This is an optimization exercise on Yosys and OpenROAD, whose aim is small area, a short achievable clock period and few clock cycles per item, not a production implementation. At most, simulation tests tie the RTL to the original design; equivalence was not proved. Power is estimated from default activity; no workload was simulated.

Setup of build 88:
// acceptance_temperature_tuner
module acceptance_temperature_tuner (
    input  logic        i_clk,
    input  logic        i_rst_n,
    input  logic        i_in_valid,
    output logic        o_in_ready,
    input  logic        i_in_kind,
    input  logic [31:0] i_in_start_temp,
    input  logic [16:0] i_in_measured_pct,
    output logic        o_out_valid,
    input  logic        i_out_ready,
    output logic [31:0] o_out_run_temp,
    output logic [31:0] o_out_end_temp,
    output logic [23:0] o_out_run_length,
    output logic [1:0]  o_out_status,
    input  logic        i_cfg_valid,
    output logic        o_cfg_ready,
    input  logic [2:0]  i_cfg_index,
    input  logic [31:0] i_cfg_data
);
Size: ~5600 cells after synthesis, about 450 flip-flops, ~180 I/O pins, about 0.051 sq mm of cells after synthesis.
Settings: LEC_CHECK=0, CAP_MARGIN=20, CORE_MARGIN=2, CORE_UTILIZATION=40, SETUP_SLACK_MARGIN=4.0, SLEW_MARGIN=20, SYNTH_HIERARCHICAL=1, SYNTH_MINIMUM_KEEP_SIZE=0, TNS_END_PERCENT=5; clock period 10.0 ns.
run.sh (not shown) runs the stock make flow with config.mk's settings and CLKGATE_MAP_FILE= SYNTH_SCRIPT=/design/flow/synth_recipe.tcl, a recipe that flattens the netlist after the stock synthesis.
Every stage of the flow completed for build 88, and the final layout passed the timing, design-rule and antenna checks.
Testbench counts of build 88, summed over its fixed seeds: cycles 2,563, items 2,400.
What build 35 does differently from build 88 at the input level:
-- flow/config.mk --
<<< build 88, line 10
export CORE_UTILIZATION = 40
export SETUP_SLACK_MARGIN = 4.0
export SLEW_MARGIN = 20
>>> build 35, line 10
export CORE_UTILIZATION = 40
export SETUP_SLACK_MARGIN = 4.5
export SLEW_MARGIN = 20
<<< build 88, line 14
export SYNTH_MINIMUM_KEEP_SIZE = 0
export TNS_END_PERCENT = 5
>>> build 35, line 14
export SYNTH_MINIMUM_KEEP_SIZE = 0
Against build 88, build 35 reports a total power that is higher.
Total vias in the final route for build 35 is higher than for build 88.
On build 35: fraction of area in registers is 0.51 points lower than what build 88 gave.
The higher clock-net power of build 88 and build 35 is in build 35.
When build 35 is measured against build 88, its critical path depth turns out 8 higher.
[build 35] wire length on met2 fell about 1.5% relative to build 88
Peak fanout along the critical path delta for build 35 relative to build 88: 25 lower
Row sum of buffers and inverters on the critical path: build 35 higher / build 88 lower
Wire length on met3, build 88 and build 35, lower one = build 88.
[inputs] build 27 vs build 35
-- flow/config.mk --
<<< build 35, line 10
export CORE_UTILIZATION = 40
export SETUP_SLACK_MARGIN = 4.5
export SLEW_MARGIN = 20
>>> build 27, line 10
export CORE_UTILIZATION = 40
export SETUP_SLACK_MARGIN = 3.5
export SLEW_MARGIN = 20
Findings:
Clock power share, build 27 and build 35, lower one = build 35.
When build 27 is set beside build 35, its total track usage turns out to be 0.57 points smaller.
Build 27 leaves less setup margin than build 35.
Build 27 vs build 35 — number of filler instances in the final layout rose 2.9%.
Sort build 27 and build 35 by post-route cell area, ascending, and build 27 comes first.
Summary of build 27 over build 35: wire length on met1 went down 1.2 mm; count of buffer and inverter cells on the critical path went down 2.
On total power of the final layout: between build 27 and build 35, it ends up higher for build 35.
Area growth from synthesis to layout sits lower in build 27 than in build 35.
Changes in build 21 relative to build 27:
-- flow/config.mk --
<<< build 27, line 7
export LEC_CHECK = 0
export CAP_MARGIN = 20
export CORE_MARGIN = 2
export CORE_UTILIZATION = 40
export SETUP_SLACK_MARGIN = 3.5
export SLEW_MARGIN = 20
export SYNTH_HIERARCHICAL = 1
>>> build 21, line 7
export LEC_CHECK = 0
export CAP_MARGIN = 0
export CORE_MARGIN = 2
export CORE_UTILIZATION = 40
export SETUP_SLACK_MARGIN = 4.0
export SLEW_MARGIN = 0
export SYNTH_HIERARCHICAL = 1
### Flow results
Build 27 has lower critical path depth than build 21. Build 21 vs build 27: wire length of the first global-routing pass up. Minimum clock period down 0.26 ns in build 21 wrt build 27. There was hardly any difference in maximum number of buffers from clock root to sink between build 27 and build 21. Compared with build 27, in build 21 post-route total power roughly the same, count of routing violations after the opening detailed-route iteration higher, least setup slack across all paths after layout higher, hold slack lower. Between build 27 and build 21, the clock tree cell share of total cell area is higher for build 27. Design area delta for build 21 relative to build 27: 3.5% higher.

acceptance_temperature_tuner, a different RTL version from the one above (not shown whole).
Size in the first run: ~5900 cells after synthesis, ~180 I/O pins, about 0.052 mm^2 of cells after synthesis.
Settings: LEC_CHECK=0, CAP_MARGIN=20, CORE_MARGIN=2, CORE_UTILIZATION=40, SETUP_SLACK_MARGIN=3.0, SLEW_MARGIN=20; clock period 10.0 ns.
==> next run, changes <==
- SETUP_SLACK_MARGIN: 3.0 -> 4.0
=> The changed run produced a clean layout. Routed wire length grows by about 2.7%. Area after synthesis is unchanged. Synthesized cell count does not change. Non-clock buffer count grows by 169. Clock power grows by about 5%. Core utilization grows by 2.4 points. Cell area grows by 5.2%. Setup slack gets worse by 0.11 ns. Die area does not change. Global-route usage grows by 0.44 points. Total power grows by 5.9%.
Function was not checked in any run of this note: the RTL went through the layout flow alone.

== the baseline ==
acceptance_temperature_tuner, a different RTL version from the one above (not shown whole).
For scale: ~180 I/O pins.
==> flow/config.mk <==
export PLATFORM = sky130hd
export DESIGN_NAME = acceptance_temperature_tuner
export DESIGN_NICKNAME = acceptance_temperature_tuner
export VERILOG_FILES = /design/flow/design.v
export SDC_FILE = /design/flow/constraint.sdc
export NUM_CORES = 4
export LEC_CHECK = 0
export CAP_MARGIN = 20
export CORE_MARGIN = 2
export CORE_UTILIZATION = 40
export SETUP_SLACK_MARGIN = 3.0
export SLEW_MARGIN = 20
==> flow/constraint.sdc <==
create_clock -name core_clock -period 10.0 [get_ports {i_clk}]
set_input_delay 2.0000 -clock core_clock [delete_from_list [all_inputs] [get_ports {i_clk}]]
set_output_delay 2.0000 -clock core_clock [all_outputs]
set_load 0.01 [all_outputs]
The baseline: full flow OK, the timing, design-rule and antenna checks passed
Testbench counts of the baseline, summed over its fixed seeds: cycles 2,563, items 2,400.
Modified inputs, the candidate compared to the baseline
--- a/flow/config.mk
+++ b/flow/config.mk
@@ -9,4 +9,3 @@
 export CORE_MARGIN = 2
 export CORE_UTILIZATION = 40
-export SETUP_SLACK_MARGIN = 3.0
 export SLEW_MARGIN = 20
[summary]
- Highest clock rate went down by a little under 10% going from the baseline to the candidate.
- The met3 wire length in the candidate was lower than what the baseline gave.
- Area of all sequential standard cells: the baseline vs the candidate — no meaningful difference
- | non-filler instance count after layout | the baseline vs the candidate | ≈ equal |
- The candidate vs the baseline, met1 track demand over resource went down by 2.0 points.
- Delta(longest individual stage delay on the worst path, the candidate - the baseline) < 0
- The candidate ran to completion and came out clean on the timing, design-rule and antenna checks.
- Compare the candidate and the baseline | shortest clock period the worst path allows after layout lower: the baseline
- The baseline → the candidate: fraction of power consumed by the clock network up 0.7 points; clock network area share closely matched the old numbers; met2 capacity usage during global routing decreased 1.0 points; part of the power in combinational logic fell 0.9 points.

acceptance_temperature_tuner, a different RTL version from the one above (not shown whole).
For scale: about 6000 cells after synthesis, roughly 52000 sq um of cells after synthesis.
## acceptance_temperature_tuner
module acceptance_temperature_tuner (
    input  logic        i_clk,
    input  logic        i_rst_n,
    input  logic        i_in_valid,
    output logic        o_in_ready,
    input  logic        i_in_kind,
    input  logic [31:0] i_in_start_temp,
    input  logic [16:0] i_in_measured_pct,
    output logic        o_out_valid,
    input  logic        i_out_ready,
    output logic [31:0] o_out_run_temp,
    output logic [31:0] o_out_end_temp,
    output logic [23:0] o_out_run_length,
    output logic [1:0]  o_out_status,
    input  logic        i_cfg_valid,
    output logic        o_cfg_ready,
    input  logic [2:0]  i_cfg_index,
    input  logic [31:0] i_cfg_data
);
    att_pkg::t_cmd cmd;
    att_pkg::t_sts sts;
    assign o_cfg_ready = 1'b1;
    att_ctrl u_ctrl (
        .i_clk       (i_clk),
        .i_rst_n     (i_rst_n),
        .i_in_valid  (i_in_valid),
        .i_in_kind   (i_in_kind),
        .o_in_ready  (o_in_ready),
        .o_out_valid (o_out_valid),
        .i_out_ready (i_out_ready),
        .o_cmd       (cmd),
        .i_sts       (sts)
    );
    att_dp u_dp (
        .i_clk          (i_clk),
        .i_rst_n        (i_rst_n),
        .i_cfg_valid    (i_cfg_valid),
        .i_cfg_index    (i_cfg_index),
        .i_cfg_data     (i_cfg_data),
        .i_start_temp   (i_in_start_temp),
        .i_measured_pct (i_in_measured_pct),
  ...
==> flow/config.mk <==
export PLATFORM = sky130hd
export DESIGN_NAME = acceptance_temperature_tuner
export DESIGN_NICKNAME = acceptance_temperature_tuner
export VERILOG_FILES = /design/flow/design.v
export SDC_FILE = /design/flow/constraint.sdc
export NUM_CORES = 4
export LEC_CHECK = 0
export ABC_CLOCK_PERIOD_IN_PS = 6500
export CAP_MARGIN = 20
export CORE_MARGIN = 2
export CORE_UTILIZATION = 60
export SETUP_SLACK_MARGIN = 3.5
export SLEW_MARGIN = 20
==> flow/constraint.sdc <==
create_clock -name core_clock -period 10.0 [get_ports {i_clk}]
set_input_delay 2.0000 -clock core_clock [delete_from_list [all_inputs] [get_ports {i_clk}]]
set_output_delay 2.0000 -clock core_clock [all_outputs]
set_load 0.01 [all_outputs]
==> next run, changes <==
Settings changed: ABC_CLOCK_PERIOD_IN_PS 6500 to not set, CORE_UTILIZATION 60 to 40.
=> Final area climbs by 1.8%. Synthesized area stays the same. Routed wire length went up by 3.8%. Sequential cell count stays the same. Non-clock buffer count is higher by 36.
Function was not checked in any run of this note: the RTL went through the layout flow alone.

-- port drivers added, routing unchanged --
How much do the figures lean on ideal ports? The routed layouts below were timed once more, with nothing changed but the port constraints.
Step 1 assumes that a clkbuf_16 drives the clock port and a buf_2 every other input.
Step 2 adds t to the input delays and takes it off the output delays; t is the mean of the earliest and latest rising clock arrival at the registers after step 1. Input paths then give back, and output paths get back, about the clock's delay inside the block.
a / b / c = ideal ports / drivers / drivers and shift; a / b = the first two.
run | shift t [ns] | setup WS [ns] | hold slack, ns | clock arrival spread, ns | pins driven straight from the clock port
build 88 | 0.732 | 3.774 / 3.774 / 3.161 | 0.433 / 0.433 / 0.433 | 0.058 / 0.058 | 1
build 35 | 0.715 | 3.880 / 3.880 / 3.854 | 0.437 / 0.437 / 0.437 | 0.063 / 0.062 | 1
build 27 | 0.718 | 3.623 / 3.623 / 3.022 | 0.452 / 0.452 / 0.452 | 0.044 / 0.045 | 1
build 21 | 0.722 | 3.879 / 3.879 / 3.432 | 0.435 / 0.435 / 0.435 | 0.055 / 0.055 | 1
the first run of note 2 | 0.753 | 2.946 / 2.985 / 2.232 | 0.453 / 0.453 / 0.453 | 0.026 / 0.026 | 1
the second run of note 2 | 0.738 | 2.839 / 2.872 / 2.134 | 0.454 / 0.454 / 0.454 | 0.067 / 0.068 | 1
the baseline | 0.743 | 3.058 / 3.058 / 2.491 | 0.433 / 0.433 / 0.433 | 0.051 / 0.050 | 1
the candidate | 0.742 | 2.335 / 2.335 / 1.864 | 0.428 / 0.428 / 0.428 | 0.061 / 0.061 | 1
the first run of note 4 | 0.691 | 3.639 / 3.639 / 3.252 | 0.420 / 0.420 / 0.420 | 0.058 / 0.058 | 1
the second run of note 4 | 0.730 | 3.668 / 3.668 / 3.467 | 0.428 / 0.428 / 0.428 | 0.069 / 0.069 | 1
After both steps every run listed still meets setup and hold. For the first run of note 2, which loses most, drivers alone change the setup slack by +0.039 ns; drivers and shift together by -0.714 ns.
